From an optimization exercise on the open Yosys and OpenROAD flow, aimed at small area, a short achievable clock period and few clock cycles per item; shortcuts taken in it are not production practice. Function was checked by simulation only, so behaviour that the tests miss may differ from the original. No activity file was given, so power comes from the tool's default toggle rates.

## v6
// projection_char_segmenter
module projection_char_segmenter #(
    parameter int MAX_WIDTH  = pcs_pkg::MAX_WIDTH_DEF,
    parameter int MAX_HEIGHT = pcs_pkg::MAX_HEIGHT_DEF,
    parameter int NUM_CHARS  = pcs_pkg::NUM_CHARS_DEF
) (
    input  logic                                aclk,
    input  logic                                aresetn,
    input  logic                                s_valid,
    output logic                                s_ready,
    input  logic [pcs_pkg::PIXEL_W-1:0]         s_pixel,
    output logic                                m_valid,
    input  logic                                m_ready,
    output logic [pcs_pkg::CHAR_INDEX_W-1:0]    m_char_index,
    output logic [pcs_pkg::LEFT_W-1:0]          m_left,
    output logic [pcs_pkg::TOP_W-1:0]           m_top,
    output logic [pcs_pkg::BOX_WIDTH_W-1:0]     m_box_width,
    output logic [pcs_pkg::BOX_HEIGHT_W-1:0]    m_box_height,
    output logic                                m_last,
    input  logic                                cfg_valid,
    output logic                                cfg_ready,
    input  logic [pcs_pkg::CFG_INDEX_W-1:0]     cfg_index,
    input  logic [pcs_pkg::CFG_DATA_W-1:0]      cfg_data
);
==> flow/config.mk <==
export PLATFORM = sky130hd
export DESIGN_NAME = projection_char_segmenter
export DESIGN_NICKNAME = projection_char_segmenter
export VERILOG_FILES = /design/flow/design.v
export SDC_FILE = /design/flow/constraint.sdc
export NUM_CORES = 4
export LEC_CHECK = 0
export CAP_MARGIN = 20
export CORE_MARGIN = 2
export CORE_UTILIZATION = 65
export CTS_CLUSTER_DIAMETER = 60
export CTS_CLUSTER_SIZE = 32
export PLACE_DENSITY = 0.72
export SETUP_SLACK_MARGIN = 4.4
export SLEW_MARGIN = 20
export TNS_END_PERCENT = 100
==> flow/constraint.sdc <==
create_clock -name core_clock -period 7.0 [get_ports {aclk}]
set_input_delay 1.4000 -clock core_clock [delete_from_list [all_inputs] [get_ports {aclk}]]
set_output_delay 1.4000 -clock core_clock [all_outputs]
set_load 0.01 [all_outputs]
run.sh (not shown) runs the stock make flow with config.mk's settings and CLKGATE_MAP_FILE= SYNTH_SCRIPT=/design/flow/synth_recipe.tcl, a recipe that flattens the netlist after the stock synthesis.
v6: all stages complete, timing, DRC and antenna checks passed
Testbench counts of v6, summed over its fixed seeds: cycles 349,737, images 160.
For v7, these inputs were changed with respect to v6:
- SETUP_SLACK_MARGIN: 4.4 -> 4.6
Findings:
- Via count of the first global-routing pass essentially unchanged between v6 and v7.
- [compare] base=v6 new=v7: relative contribution of combinational cells to total power has increased; maximum vdd ir drop has increased; antenna violation net count after detailed routing has remained practically unchanged.


## lagoon
Starting RTL as in the previous note.
==> flow/config.mk <==
export PLATFORM = sky130hd
export DESIGN_NAME = projection_char_segmenter
export DESIGN_NICKNAME = projection_char_segmenter
export VERILOG_FILES = /design/flow/design.v
export SDC_FILE = /design/flow/constraint.sdc
export NUM_CORES = 4
export LEC_CHECK = 0
export ABC_AREA = 1
export CAP_MARGIN = 20
export CORE_MARGIN = 2
export CORE_UTILIZATION = 65
export CTS_CLUSTER_DIAMETER = 60
export CTS_CLUSTER_SIZE = 32
export PLACE_DENSITY = 0.72
export SETUP_SLACK_MARGIN = 4.5
export SLEW_MARGIN = 20
export TNS_END_PERCENT = 100
==> flow/constraint.sdc <==
create_clock -name core_clock -period 7.0 [get_ports {aclk}]
set_input_delay 1.4000 -clock core_clock [delete_from_list [all_inputs] [get_ports {aclk}]]
set_output_delay 1.4000 -clock core_clock [all_outputs]
set_load 0.01 [all_outputs]
Testbench counts of lagoon, summed over its fixed seeds: cycles 349,737, images 160.
> inputs changed (lagoon -> pepper)
Settings: CTS_CLUSTER_SIZE: 32 -> 24; CTS_CLUSTER_DIAMETER: 60 -> 80; ABC_AREA: 1 -> unset.
### Flow results
- STATUS worst IR drop on VDD: pepper wins against lagoon
- pepper against lagoon: wire length now sits lower; share of power burned in registers now sits lower.
- Across pepper and lagoon, none had a timing, DRC or antenna violation.
- Taking lagoon as 1.0, pepper lands at 0.947 on met2 routed wirelength.
- Number of inserted diodes came out higher on pepper than on lagoon.
- | design area | lagoon vs pepper | ≈ equal |
- lagoon → pepper: power has decreased, post-route worst setup slack has increased, global-route usage has decreased, sequential share of layout area has increased.
- Compared with lagoon, pepper shows worst reg2reg path depth lower by 2.

re-timing with driven ports:
Ports are ideal in the flow. The routed layouts listed here were re-timed in OpenROAD.
Step 1 (the two cells are an assumption about what drives the block):
set clk [get_ports {aclk}]
set_driving_cell -lib_cell sky130_fd_sc_hd__clkbuf_16 $clk
set_driving_cell -lib_cell sky130_fd_sc_hd__buf_2 [delete_from_list [all_inputs] $clk]
Step 2 also shifts input and output timing later by t, the mid clock arrival at the registers, as if the neighbouring blocks saw the same clock.
Slacks: ideal / step 1 / step 2; pairs: ideal / step 1.
| run | shift t [ns] | slack for setup (ns) | worst setup path after step 2 | worst register clock-pin slew, ns |
|---|---|---|---|---|
| v6 | 0.670 | 4.392 / 4.350 / 3.845 | input to register | 0.11 / 0.11 |
| v7 | 0.681 | 4.410 / 4.349 / 4.010 | input to register | 0.11 / 0.11 |
| lagoon | 0.687 | 4.396 / 4.333 / 3.939 | input to register | 0.12 / 0.12 |
| pepper | 0.691 | 4.406 / 4.350 / 3.888 | input to register | 0.10 / 0.10 |
After both steps every run listed still meets setup and hold. The setup slack of v6, which loses most, moves by -0.042 ns with the drivers and by -0.547 ns with both steps.
